Background: an optimization exercise with open tools, aiming at small area and a short achievable clock period. Do not read the settings as production practice. Where RTL was checked, it was by simulation tests only, not by an equivalence proof against the original. Power and IR drop assume default switching activity.

==> job 6247 <==
==> flow/design.v <==
package rob_pkg;
	typedef logic [3:0] tag_t;
	typedef logic [4:0] rob_ptr_t;
	typedef logic [2:0] areg_t;
	typedef logic [31:0] data_t;
	typedef logic [15:0] pc_t;
endpackage
`timescale 1ns/1ps
module rob_top (
	input logic clk,
	input logic reset,
	input logic [1:0] disp_valid,
	input logic [5:0] disp_dst,
	input logic [5:0] disp_src,
	input logic [31:0] disp_pc,
	output logic stall,
	output logic [7:0] alloc_tag,
	output logic [7:0] src_tag,
	output logic [1:0] src_pending,
	output logic [63:0] src_data,
	input logic [1:0] wb_valid,
	input logic [7:0] wb_tag,
	input logic [63:0] wb_data,
	output logic [1:0] out_valid,
	output logic [5:0] out_dst,
	output logic [63:0] out_data,
	output logic [31:0] out_pc
);
	localparam int AW = 19;  
	logic [3:0] head;
	logic [3:0] tail;
	logic [4:0] cnt;
	logic [15:0] done;
	logic [3:0] optr;
	logic [AW-1:0] a_mem0 [8];
	logic [AW-1:0] a_mem1 [8];
	logic [31:0] r_mem0 [8];
	logic [31:0] r_mem1 [8];
	logic [7:0] pend;
	logic [3:0] stag [8];
	logic [31:0] sval [8];
	logic [1:0] acc;
	logic [3:0] tag1;
	assign stall = cnt[4] | (&cnt[3:0]);
	assign acc = disp_valid & {2{~stall}};
	assign tag1 = tail + {3'b0, disp_valid[0]};
	assign alloc_tag = {tag1, tail};
	logic [1:0] a_we;
	logic [2:0] a_off [2];
	logic [AW-1:0] a_wd [2];
	logic [AW-1:0] a_s0, a_s1;
	assign a_s0 = {disp_dst[2:0], disp_pc[15:0]};
	assign a_s1 = {disp_dst[5:3], disp_pc[31:16]};
	always_comb begin
		for (int b = 0; b < 2; b++) begin
			if (tail[0] == b[0]) begin
				a_we[b] = acc[0] | acc[1];
				a_wd[b] = disp_valid[0] ? a_s0 : a_s1;
				a_off[b] = tail[3:1];
			end else begin
				a_we[b] = acc[0] & acc[1];
				a_wd[b] = a_s1;
				a_off[b] = tail[3:1] + {2'b0, tail[0]};
			end
		end
	end
	logic [1:0] w_we;
	logic [2:0] w_off [2];
	logic [31:0] w_wd [2];
	always_comb begin
		for (int b = 0; b < 2; b++) begin
			if (wb_valid[0] && wb_tag[0] == b[0]) begin
				w_we[b] = 1'b1;
				w_off[b] = wb_tag[3:1];
				w_wd[b] = wb_data[31:0];
			end else begin
				w_we[b] = wb_valid[1] && wb_tag[4] == b[0];
				w_off[b] = wb_tag[7:5];
				w_wd[b] = wb_data[63:32];
			end
		end
	end
	logic r0, r1;
	logic [3:0] head1;
	logic [1:0] nret;
	assign head1 = head + 4'd1;
	assign r0 = done[head];
	assign r1 = r0 & done[head1];
	always_comb begin
		logic [2:0] s0, s1;
		s0 = disp_src[2:0];
		s1 = disp_src[5:3];
		src_data[31:0] = sval[s0];
		src_data[63:32] = sval[s1];
		src_tag[3:0] = stag[s0];
		src_pending[0] = pend[s0];
		if (disp_valid[0] && disp_dst[2:0] == s1) begin
			src_tag[7:4] = tail;
			src_pending[1] = 1'b1;
		end else begin
			src_tag[7:4] = stag[s1];
			src_pending[1] = pend[s1];
		end
	end
	always_comb begin
		logic [2:0] o0, o1;
		logic [AW-1:0] ra0, ra1;
		logic [31:0] rr0, rr1;
		o0 = optr[3:1] + {2'b0, optr[0]};
		o1 = optr[3:1];
		ra0 = a_mem0[o0];
		ra1 = a_mem1[o1];
		rr0 = r_mem0[o0];
		rr1 = r_mem1[o1];
		if (optr[0]) begin
			{out_dst[2:0], out_pc[15:0]} = ra1;
			{out_dst[5:3], out_pc[31:16]} = ra0;
			out_data[31:0] = rr1;
			out_data[63:32] = rr0;
		end else begin
			{out_dst[2:0], out_pc[15:0]} = ra0;
			{out_dst[5:3], out_pc[31:16]} = ra1;
			out_data[31:0] = rr0;
			out_data[63:32] = rr1;
		end
	end
	always_ff @(posedge clk) begin
		for (int o = 0; o < 8; o++) begin
			if (a_we[0] && a_off[0] == o[2:0]) a_mem0[o] <= a_wd[0];
			if (a_we[1] && a_off[1] == o[2:0]) a_mem1[o] <= a_wd[1];
			if (w_we[0] && w_off[0] == o[2:0]) r_mem0[o] <= w_wd[0];
			if (w_we[1] && w_off[1] == o[2:0]) r_mem1[o] <= w_wd[1];
		end
	end
	always_ff @(posedge clk) begin
		optr <= head;
	end
	always_ff @(posedge clk) begin
		if (reset) begin
			head <= '0;
			tail <= '0;
			cnt <= '0;
			done <= '0;
			out_valid <= '0;
		end else begin
			head <= head + {3'b0, r0} + {3'b0, r1};
			tail <= tail + {3'b0, acc[0]} + {3'b0, acc[1]};
			cnt <= cnt + {4'b0, acc[0]} + {4'b0, acc[1]} - {4'b0, r0} - {4'b0, r1};
			out_valid <= {r1, r0};
			for (int t = 0; t < 16; t++) begin
				if ((r0 && head == t[3:0]) || (r1 && head1 == t[3:0])) done[t] <= 1'b0;
				if ((wb_valid[0] && wb_tag[3:0] == t[3:0]) || (wb_valid[1] && wb_tag[7:4] == t[3:0])) done[t] <= 1'b1;
			end
		end
	end
	always_ff @(posedge clk) begin
		for (int r = 0; r < 8; r++) begin
			logic b;
			b = stag[r][0];
			if (reset) begin
				pend[r] <= 1'b0;
				sval[r] <= '0;
			end else begin
				if (pend[r] && w_we[b] && w_off[b] == stag[r][3:1]) begin
					pend[r] <= 1'b0;
					sval[r] <= w_wd[b];
				end
				if (acc[0] && disp_dst[2:0] == r[2:0]) begin
					pend[r] <= 1'b1;
					stag[r] <= tail;
				end
				if (acc[1] && disp_dst[5:3] == r[2:0]) begin
					pend[r] <= 1'b1;
					stag[r] <= tag1;
				end
			end
		end
	end
endmodule
==> flow/run.sh <==
#!/bin/bash
# synth_recipe.tcl (not shown) runs the flow's synth.tcl, then flattens the netlist and writes it again
# the make line also repeats each setting of config.mk as NAME=value (left out here)
make -C /OpenROAD-flow-scripts/flow DESIGN_CONFIG=/design/flow/config.mk WORK_HOME=/design/flow/orfs CLKGATE_MAP_FILE= SYNTH_SCRIPT=/design/flow/synth_recipe.tcl finish
==> flow/config.mk <==
export PLATFORM = sky130hd
export DESIGN_NAME = rob_top
export DESIGN_NICKNAME = rob_top
export VERILOG_FILES = /design/flow/design.v
export SDC_FILE = /design/flow/constraint.sdc
export NUM_CORES = 4
export LEC_CHECK = 0
export CAP_MARGIN = 20
export CORE_MARGIN = 2
export CORE_UTILIZATION = 30
export SLEW_MARGIN = 20
==> flow/constraint.sdc <==
create_clock -name core_clock -period 7.0 [get_ports {clk}]
set_input_delay 1.4000 -clock core_clock [delete_from_list [all_inputs] [get_ports {clk}]]
set_output_delay 1.4000 -clock core_clock [all_outputs]
set_load 0.01 [all_outputs]
==> job 9961: changes against job 6247 <==
==> flow/design.v, changed modules only <==
module rob_top (
	input logic clk,
	input logic reset,
	input logic [1:0] disp_valid,
	input logic [5:0] disp_dst,
	input logic [5:0] disp_src,
	input logic [31:0] disp_pc,
	output logic stall,
	output logic [7:0] alloc_tag,
	output logic [7:0] src_tag,
	output logic [1:0] src_pending,
	output logic [63:0] src_data,
	input logic [1:0] wb_valid,
	input logic [7:0] wb_tag,
	input logic [63:0] wb_data,
	output logic [1:0] out_valid,
	output logic [5:0] out_dst,
	output logic [63:0] out_data,
	output logic [31:0] out_pc
);
	localparam int AW = 19;  
	logic [3:0] head;
	logic [3:0] tail;
	logic [4:0] cnt;
	logic [15:0] done;
	logic [AW-1:0] a_mem0 [8];
	logic [AW-1:0] a_mem1 [8];
	logic [31:0] r_mem0 [8];
	logic [31:0] r_mem1 [8];
	logic [7:0] pend;
	logic [3:0] stag [8];
	logic [31:0] sval [8];
	logic [1:0] acc;
	logic [3:0] tag1;
	logic stall_q;
	assign stall = stall_q;
	assign acc = disp_valid & {2{~stall}};
	assign tag1 = tail + {3'b0, disp_valid[0]};
	assign alloc_tag = {tag1, tail};
	logic [1:0] a_we;
	logic [2:0] a_off [2];
	logic [AW-1:0] a_wd [2];
	logic [AW-1:0] a_s0, a_s1;
	assign a_s0 = {disp_dst[2:0], disp_pc[15:0]};
	assign a_s1 = {disp_dst[5:3], disp_pc[31:16]};
	always_comb begin
		for (int b = 0; b < 2; b++) begin
			if (tail[0] == b[0]) begin
				a_we[b] = acc[0] | acc[1];
				a_wd[b] = disp_valid[0] ? a_s0 : a_s1;
				a_off[b] = tail[3:1];
			end else begin
				a_we[b] = acc[0] & acc[1];
				a_wd[b] = a_s1;
				a_off[b] = tail[3:1] + {2'b0, tail[0]};
			end
		end
	end
	logic [31:0] w_wd [2];
	always_comb begin
		for (int b = 0; b < 2; b++) begin
			w_wd[b] = (wb_valid[0] && wb_tag[0] == b[0]) ? wb_data[31:0] : wb_data[63:32];
		end
	end
	logic r0, r1;
	logic [3:0] head1;
	assign r0 = done[head];
	assign r1 = r0 & done[head1];
	always_comb begin
		logic [7:0] d0, d1;
		logic fwd;
		for (int r = 0; r < 8; r++) begin
			d0[r] = disp_src[2:0] == r[2:0];
			d1[r] = disp_src[5:3] == r[2:0];
		end
		src_data = '0;
		src_tag = '0;
		src_pending = '0;
		for (int r = 0; r < 8; r++) begin
			src_data[31:0] = src_data[31:0] | ({32{d0[r]}} & sval[r]);
			src_data[63:32] = src_data[63:32] | ({32{d1[r]}} & sval[r]);
			src_tag[3:0] = src_tag[3:0] | ({4{d0[r]}} & stag[r]);
			src_tag[7:4] = src_tag[7:4] | ({4{d1[r]}} & stag[r]);
			src_pending[0] = src_pending[0] | (d0[r] & pend[r]);
			src_pending[1] = src_pending[1] | (d1[r] & pend[r]);
		end
		fwd = disp_valid[0] && disp_dst[2:0] == disp_src[5:3];
		if (fwd) begin
			src_tag[7:4] = tail;
			src_pending[1] = 1'b1;
		end
	end
	logic [7:0] oh0, oh1;
	logic osw;
	always_comb begin
		logic [AW-1:0] ra0, ra1;
		logic [31:0] rr0, rr1;
		ra0 = '0;
		ra1 = '0;
		rr0 = '0;
		rr1 = '0;
		for (int o = 0; o < 8; o++) begin
			ra0 = ra0 | ({AW{oh0[o]}} & a_mem0[o]);
			ra1 = ra1 | ({AW{oh1[o]}} & a_mem1[o]);
			rr0 = rr0 | ({32{oh0[o]}} & r_mem0[o]);
			rr1 = rr1 | ({32{oh1[o]}} & r_mem1[o]);
		end
		if (osw) begin
			{out_dst[2:0], out_pc[15:0]} = ra1;
			{out_dst[5:3], out_pc[31:16]} = ra0;
			out_data[31:0] = rr1;
			out_data[63:32] = rr0;
		end else begin
			{out_dst[2:0], out_pc[15:0]} = ra0;
			{out_dst[5:3], out_pc[31:16]} = ra1;
			out_data[31:0] = rr0;
			out_data[63:32] = rr1;
		end
	end
	always_ff @(posedge clk) begin
		logic [2:0] o0;
		o0 = head[3:1] + {2'b0, head[0]};
		for (int o = 0; o < 8; o++) begin
			oh0[o] <= o0 == o[2:0];
			oh1[o] <= head[3:1] == o[2:0];
		end
		osw <= head[0];
	end
	always_ff @(posedge clk) begin
		for (int o = 0; o < 8; o++) begin
			if (a_we[0] && a_off[0] == o[2:0]) a_mem0[o] <= a_wd[0];
			if (a_we[1] && a_off[1] == o[2:0]) a_mem1[o] <= a_wd[1];
			if ((wb_valid[0] && wb_tag[3:0] == {o[2:0], 1'b0}) || (wb_valid[1] && wb_tag[7:4] == {o[2:0], 1'b0})) r_mem0[o] <= w_wd[0];
			if ((wb_valid[0] && wb_tag[3:0] == {o[2:0], 1'b1}) || (wb_valid[1] && wb_tag[7:4] == {o[2:0], 1'b1})) r_mem1[o] <= w_wd[1];
		end
	end
	logic [4:0] cnt_nxt;
	logic stall_nxt;
	always_comb begin
		logic [4:0] cand [5];
		logic [2:0] d;
		for (int k = 0; k < 5; k++) begin
			cand[k] = cnt + 5'(k) - 5'd2;
		end
		d = 3'd2 + {2'b0, acc[0]} + {2'b0, acc[1]} - {2'b0, r0} - {2'b0, r1};
		cnt_nxt = cand[d];
		stall_nxt = cnt_nxt[4] | (&cnt_nxt[3:0]);
	end
	always_ff @(posedge clk) begin
		if (reset) begin
			head <= '0;
			head1 <= 4'd1;
			tail <= '0;
			cnt <= '0;
			stall_q <= 1'b0;
			done <= '0;
			out_valid <= '0;
		end else begin
			if (r1) begin
				head <= head + 4'd2;
				head1 <= head + 4'd3;
			end else if (r0) begin
				head <= head1;
				head1 <= head + 4'd2;
			end
			tail <= tail + {3'b0, acc[0]} + {3'b0, acc[1]};
			cnt <= cnt_nxt;
			stall_q <= stall_nxt;
			out_valid <= {r1, r0};
			for (int t = 0; t < 16; t++) begin
				if ((r0 && head == t[3:0]) || (r1 && head1 == t[3:0])) done[t] <= 1'b0;
				if ((wb_valid[0] && wb_tag[3:0] == t[3:0]) || (wb_valid[1] && wb_tag[7:4] == t[3:0])) done[t] <= 1'b1;
			end
		end
	end
	logic [7:0] m0, m1;
	logic [7:0] cap;
	always_comb begin
		for (int r = 0; r < 8; r++) begin
			m0[r] = !reset && wb_valid[0] && wb_tag[3:0] == stag[r];
			m1[r] = !reset && wb_valid[1] && wb_tag[7:4] == stag[r];
			cap[r] = reset || (pend[r] && (m0[r] || m1[r]));
		end
	end
	always_ff @(posedge clk) begin
		for (int r = 0; r < 8; r++) begin
			if (cap[r]) sval[r] <= ({32{m0[r]}} & wb_data[31:0]) | ({32{m1[r]}} & wb_data[63:32]);
		end
	end
	always_ff @(posedge clk) begin
		for (int r = 0; r < 8; r++) begin
			if (reset) begin
				pend[r] <= 1'b0;
			end else begin
				if (cap[r]) pend[r] <= 1'b0;
				if (acc[0] && disp_dst[2:0] == r[2:0]) begin
					pend[r] <= 1'b1;
					stag[r] <= tail;
				end
				if (acc[1] && disp_dst[5:3] == r[2:0]) begin
					pend[r] <= 1'b1;
					stag[r] <= tag1;
				end
			end
		end
	end
endmodule
==> flow/flow/run.sh (new file) <==
#!/bin/bash
# The standard layout, with plain buffers (instead of the default delay-cell
# buffer) as the port buffers.
set -euo pipefail
bash standard.sh "BUFFER_PORTS_ARGS=-buffer_cell sky130_fd_sc_hd__buf_1" finish > make.log 2>&1
==> flow/standard.sh (new file) <==
#!/bin/bash
# synth_recipe.tcl (not shown) runs the flow's synth.tcl, then flattens the netlist and writes it again
# the make line also repeats each setting of config.mk as NAME=value (left out here)
make -C /OpenROAD-flow-scripts/flow DESIGN_CONFIG=/design/flow/config.mk WORK_HOME=/design/flow/orfs CLKGATE_MAP_FILE= SYNTH_SCRIPT=/design/flow/synth_recipe.tcl "${@:-finish}"
--- a/flow/config.mk
+++ b/flow/config.mk
@@ -7,5 +7,10 @@
 export LEC_CHECK = 0
+export ABC_AREA = 0
 export CAP_MARGIN = 20
+export CORE_ASPECT_RATIO = 0.5
 export CORE_MARGIN = 2
-export CORE_UTILIZATION = 30
+export CORE_UTILIZATION = 60
+export CTS_CLUSTER_DIAMETER = 80
+export CTS_CLUSTER_SIZE = 25
+export SETUP_SLACK_MARGIN = 2.9
 export SLEW_MARGIN = 20
removed: flow/run.sh
==> job 7429: changes against job 6247 <==
==> flow/design.v, changed modules only <==
module rob_top (
	input logic clk,
	input logic reset,
	input logic [1:0] disp_valid,
	input logic [5:0] disp_dst,
	input logic [5:0] disp_src,
	input logic [31:0] disp_pc,
	output logic stall,
	output logic [7:0] alloc_tag,
	output logic [7:0] src_tag,
	output logic [1:0] src_pending,
	output logic [63:0] src_data,
	input logic [1:0] wb_valid,
	input logic [7:0] wb_tag,
	input logic [63:0] wb_data,
	output logic [1:0] out_valid,
	output logic [5:0] out_dst,
	output logic [63:0] out_data,
	output logic [31:0] out_pc
);
	localparam int AW = 19;  
	logic [3:0] head;
	logic [3:0] tail;
	logic [15:0] occ;
	logic [15:0] done;
	logic [AW-1:0] a_mem0 [8];
	logic [AW-1:0] a_mem1 [8];
	logic [31:0] r_mem0 [8];
	logic [31:0] r_mem1 [8];
	logic [7:0] pend;
	logic [3:0] stag [8];
	logic [31:0] sval [8];
	logic [1:0] acc;
	logic [3:0] tag1;
	assign stall = occ[14];
	assign acc = disp_valid & {2{~stall}};
	assign tag1 = tail + {3'b0, disp_valid[0]};
	assign alloc_tag = {tag1, tail};
	logic [1:0] a_we;
	logic [2:0] a_off [2];
	logic [AW-1:0] a_wd [2];
	logic [AW-1:0] a_s0, a_s1;
	assign a_s0 = {disp_dst[2:0], disp_pc[15:0]};
	assign a_s1 = {disp_dst[5:3], disp_pc[31:16]};
	always_comb begin
		for (int b = 0; b < 2; b++) begin
			if (tail[0] == b[0]) begin
				a_we[b] = acc[0] | acc[1];
				a_wd[b] = disp_valid[0] ? a_s0 : a_s1;
				a_off[b] = tail[3:1];
			end else begin
				a_we[b] = acc[0] & acc[1];
				a_wd[b] = a_s1;
				a_off[b] = tail[3:1] + {2'b0, tail[0]};
			end
		end
	end
	logic [31:0] w_wd [2];
	always_comb begin
		for (int b = 0; b < 2; b++) begin
			w_wd[b] = (wb_valid[0] && wb_tag[0] == b[0]) ? wb_data[31:0] : wb_data[63:32];
		end
	end
	logic r0, r1;
	logic [3:0] head1;
	assign r0 = done[head];
	assign r1 = r0 & done[head1];
	always_comb begin
		logic [7:0] d0, d1;
		logic fwd;
		for (int r = 0; r < 8; r++) begin
			d0[r] = disp_src[2:0] == r[2:0];
			d1[r] = disp_src[5:3] == r[2:0];
		end
		src_data = '0;
		src_tag = '0;
		src_pending = '0;
		for (int r = 0; r < 8; r++) begin
			src_data[31:0] = src_data[31:0] | ({32{d0[r]}} & sval[r]);
			src_data[63:32] = src_data[63:32] | ({32{d1[r]}} & sval[r]);
			src_tag[3:0] = src_tag[3:0] | ({4{d0[r]}} & stag[r]);
			src_tag[7:4] = src_tag[7:4] | ({4{d1[r]}} & stag[r]);
			src_pending[0] = src_pending[0] | (d0[r] & pend[r]);
			src_pending[1] = src_pending[1] | (d1[r] & pend[r]);
		end
		fwd = disp_valid[0] && disp_dst[2:0] == disp_src[5:3];
		if (fwd) begin
			src_tag[7:4] = tail;
			src_pending[1] = 1'b1;
		end
	end
	logic [7:0] oh0, oh1;
	logic osw;
	always_comb begin
		logic [AW-1:0] ra0, ra1;
		logic [31:0] rr0, rr1;
		ra0 = '0;
		ra1 = '0;
		rr0 = '0;
		rr1 = '0;
		for (int o = 0; o < 8; o++) begin
			ra0 = ra0 | ({AW{oh0[o]}} & a_mem0[o]);
			ra1 = ra1 | ({AW{oh1[o]}} & a_mem1[o]);
			rr0 = rr0 | ({32{oh0[o]}} & r_mem0[o]);
			rr1 = rr1 | ({32{oh1[o]}} & r_mem1[o]);
		end
		if (osw) begin
			{out_dst[2:0], out_pc[15:0]} = ra1;
			{out_dst[5:3], out_pc[31:16]} = ra0;
			out_data[31:0] = rr1;
			out_data[63:32] = rr0;
		end else begin
			{out_dst[2:0], out_pc[15:0]} = ra0;
			{out_dst[5:3], out_pc[31:16]} = ra1;
			out_data[31:0] = rr0;
			out_data[63:32] = rr1;
		end
	end
	always_ff @(posedge clk) begin
		logic [2:0] o0;
		o0 = head[3:1] + {2'b0, head[0]};
		for (int o = 0; o < 8; o++) begin
			oh0[o] <= o0 == o[2:0];
			oh1[o] <= head[3:1] == o[2:0];
		end
		osw <= head[0];
	end
	always_ff @(posedge clk) begin
		for (int o = 0; o < 8; o++) begin
			if (a_we[0] && a_off[0] == o[2:0]) a_mem0[o] <= a_wd[0];
			if (a_we[1] && a_off[1] == o[2:0]) a_mem1[o] <= a_wd[1];
			if ((wb_valid[0] && wb_tag[3:0] == {o[2:0], 1'b0}) || (wb_valid[1] && wb_tag[7:4] == {o[2:0], 1'b0})) r_mem0[o] <= w_wd[0];
			if ((wb_valid[0] && wb_tag[3:0] == {o[2:0], 1'b1}) || (wb_valid[1] && wb_tag[7:4] == {o[2:0], 1'b1})) r_mem1[o] <= w_wd[1];
		end
	end
	logic [15:0] occ_nxt;
	always_comb begin
		logic [19:0] ext;
		logic [15:0] t [3];
		ext = {2'b00, occ, 2'b11};
		for (int k = 0; k < 3; k++) begin
			for (int i = 0; i < 16; i++) begin
				t[k][i] = r1 ? ext[i + 4 - k] : (r0 ? ext[i + 3 - k] : ext[i + 2 - k]);
			end
		end
		if (acc[0] && acc[1]) occ_nxt = t[2];
		else if (acc[0] || acc[1]) occ_nxt = t[1];
		else occ_nxt = t[0];
	end
	always_ff @(posedge clk) begin
		if (reset) begin
			head <= '0;
			head1 <= 4'd1;
			tail <= '0;
			occ <= '0;
			done <= '0;
			out_valid <= '0;
		end else begin
			if (r1) begin
				head <= head + 4'd2;
				head1 <= head + 4'd3;
			end else if (r0) begin
				head <= head1;
				head1 <= head + 4'd2;
			end
			tail <= tail + {3'b0, acc[0]} + {3'b0, acc[1]};
			occ <= occ_nxt;
			out_valid <= {r1, r0};
			for (int t = 0; t < 16; t++) begin
				if ((r0 && head == t[3:0]) || (r1 && head1 == t[3:0])) done[t] <= 1'b0;
				if ((wb_valid[0] && wb_tag[3:0] == t[3:0]) || (wb_valid[1] && wb_tag[7:4] == t[3:0])) done[t] <= 1'b1;
			end
		end
	end
	logic [7:0] m0, m1;
	logic [7:0] cap;
	always_comb begin
		for (int r = 0; r < 8; r++) begin
			m0[r] = !reset && wb_valid[0] && wb_tag[3:0] == stag[r];
			m1[r] = !reset && wb_valid[1] && wb_tag[7:4] == stag[r];
			cap[r] = reset || (pend[r] && (m0[r] || m1[r]));
		end
	end
	always_ff @(posedge clk) begin
		for (int r = 0; r < 8; r++) begin
			if (cap[r]) sval[r] <= ({32{m0[r]}} & wb_data[31:0]) | ({32{m1[r]}} & wb_data[63:32]);
		end
	end
	always_ff @(posedge clk) begin
		for (int r = 0; r < 8; r++) begin
			if (reset) begin
				pend[r] <= 1'b0;
			end else begin
				if (cap[r]) pend[r] <= 1'b0;
				if (acc[0] && disp_dst[2:0] == r[2:0]) begin
					pend[r] <= 1'b1;
					stag[r] <= tail;
				end
				if (acc[1] && disp_dst[5:3] == r[2:0]) begin
					pend[r] <= 1'b1;
					stag[r] <= tag1;
				end
			end
		end
	end
endmodule
==> flow/flow/run.sh (new file) <==
#!/bin/bash
# The standard layout, with plain buffers (instead of the default delay-cell
# buffer) as the port buffers.
set -euo pipefail
bash standard.sh "BUFFER_PORTS_ARGS=-buffer_cell sky130_fd_sc_hd__buf_2" finish > make.log 2>&1
==> flow/standard.sh (new file) <==
#!/bin/bash
# synth_recipe.tcl (not shown) runs the flow's synth.tcl, then flattens the netlist and writes it again
# the make line also repeats each setting of config.mk as NAME=value (left out here)
make -C /OpenROAD-flow-scripts/flow DESIGN_CONFIG=/design/flow/config.mk WORK_HOME=/design/flow/orfs CLKGATE_MAP_FILE= SYNTH_SCRIPT=/design/flow/synth_recipe.tcl "${@:-finish}"
--- a/flow/config.mk
+++ b/flow/config.mk
@@ -7,5 +7,10 @@
 export LEC_CHECK = 0
+export ABC_AREA = 0
+export ABC_CLOCK_PERIOD_IN_PS = 2500
 export CAP_MARGIN = 20
 export CORE_MARGIN = 2
-export CORE_UTILIZATION = 30
+export CORE_UTILIZATION = 55
+export CTS_CLUSTER_DIAMETER = 80
+export CTS_CLUSTER_SIZE = 25
+export SETUP_SLACK_MARGIN = 2.75
 export SLEW_MARGIN = 20
removed: flow/run.sh
==> summary of the runs <==
The lowest utilization belongs to job 6247, the highest to job 9961. In job 9961 the critical path depth is lower than in job 6247, by 3. Clock skew: job 7429 < job 9961 < job 6247. Clock power: job 9961 is smaller than job 7429 (7.8%). In job 6247 the global-route usage is lower than in job 7429, by 12 points. First-iteration DRC count: job 7429 is lower than job 6247 (8.9%). Between job 7429 and job 6247, the lower flip-flop and latch count is in job 6247 (gap 28). Against job 6247, the total power of job 7429 is smaller by about 16%. Cell area, highest first: job 6247, job 7429, job 9961. Hold slack, highest first: job 7429, job 9961, job 6247.
==> figures <==
| item | job 9961 | job 7429 | job 6247 |
|---|---|---|---|
| Diodes inserted | 13 | 15 | 5 |
| Sum of buffers and inverters on the critical path | 3 | 3 | 2 |
| Number of enable flip-flop cells after synthesis | 1104 | 1104 | 848 |
| Adder-cell share of the synthesized area | 0.6582% | 0.4810% | 0.5742% |
| Worst Hold End | osw | pend[1] | optr[3] |
| Hold slack | 474.0 ps | 511.3 ps | 461.0 ps |
| Outcome | finished clean | finished clean | finished clean |
| Total power per unit cell area | 255.2 mW/mm2 | 254.1 mW/mm2 | 261.7 mW/mm2 |
| Final WL | 175000 um | 167800 um | 215800 um |
| Pre-CTS worst setup slack | 1786 ps | 2138 ps | 1319 ps |
| Startpoint types | input pin | input pin | flip-flop |
| CTS H-tree depth | 2 | 2 | 3 |
| Simple-gate share of the synthesized area | 6.708% | 5.953% | 7.341% |
| Number of distinct library cells after synthesis | 70 | 69 | 70 |
| Portion of total power attributed to sequential cells | 59.1% | 58.9% | 46.8% |
| Stage delay of the slowest cell on the critical path | 340 ps | 280 ps | 730 ps |
| Clock sink count | 1165 | 1175 | 1147 |
| Critical path class | input pin to output port | input pin to output port | flip-flop to output port |
| Number of global-route vias before repair | 34320 | 34810 | 40120 |
| Layout-to-synthesis area ratio | 1.1023x | 1.0981x | 1.1732x |
| Detailed-route vias per instance | 7.449 | 7.098 | 5.781 |
Function not checked in job 7429: the RTL went through the layout flow alone.

-- re-timing with driven ports --
In the flow no input, the clock included, has a driving cell. The finished layouts below were timed again as built, in two steps. Step 1 assumes that a clkbuf_16 drives the clock port and a buf_2 every other input. Step 2 adds t to the input delays and takes it off the output delays; t is the mean of the earliest and latest rising clock arrival at the registers after step 1. Input paths then give back, and output paths get back, about the clock's delay inside the block. a / b / c = no drivers / after step 1 / after step 2; a / b = the first two.
run | t, ns | setup WS [ns] | worst setup path after step 2 | latest minus earliest clock arrival (ns)
job 6247 | 0.843 | 0.959 / 0.870 / 1.289 | input to output | 0.080 / 0.080
job 9961 | 0.755 | 2.806 / 2.783 / 2.272 | input to register | 0.054 / 0.054
job 7429 | 0.735 | 2.668 / 2.642 / 2.565 | input to register | 0.041 / 0.040
After both steps every run listed still meets setup and hold. For job 9961, which loses most, drivers alone change the setup slack by -0.023 ns; drivers and shift together by -0.534 ns.
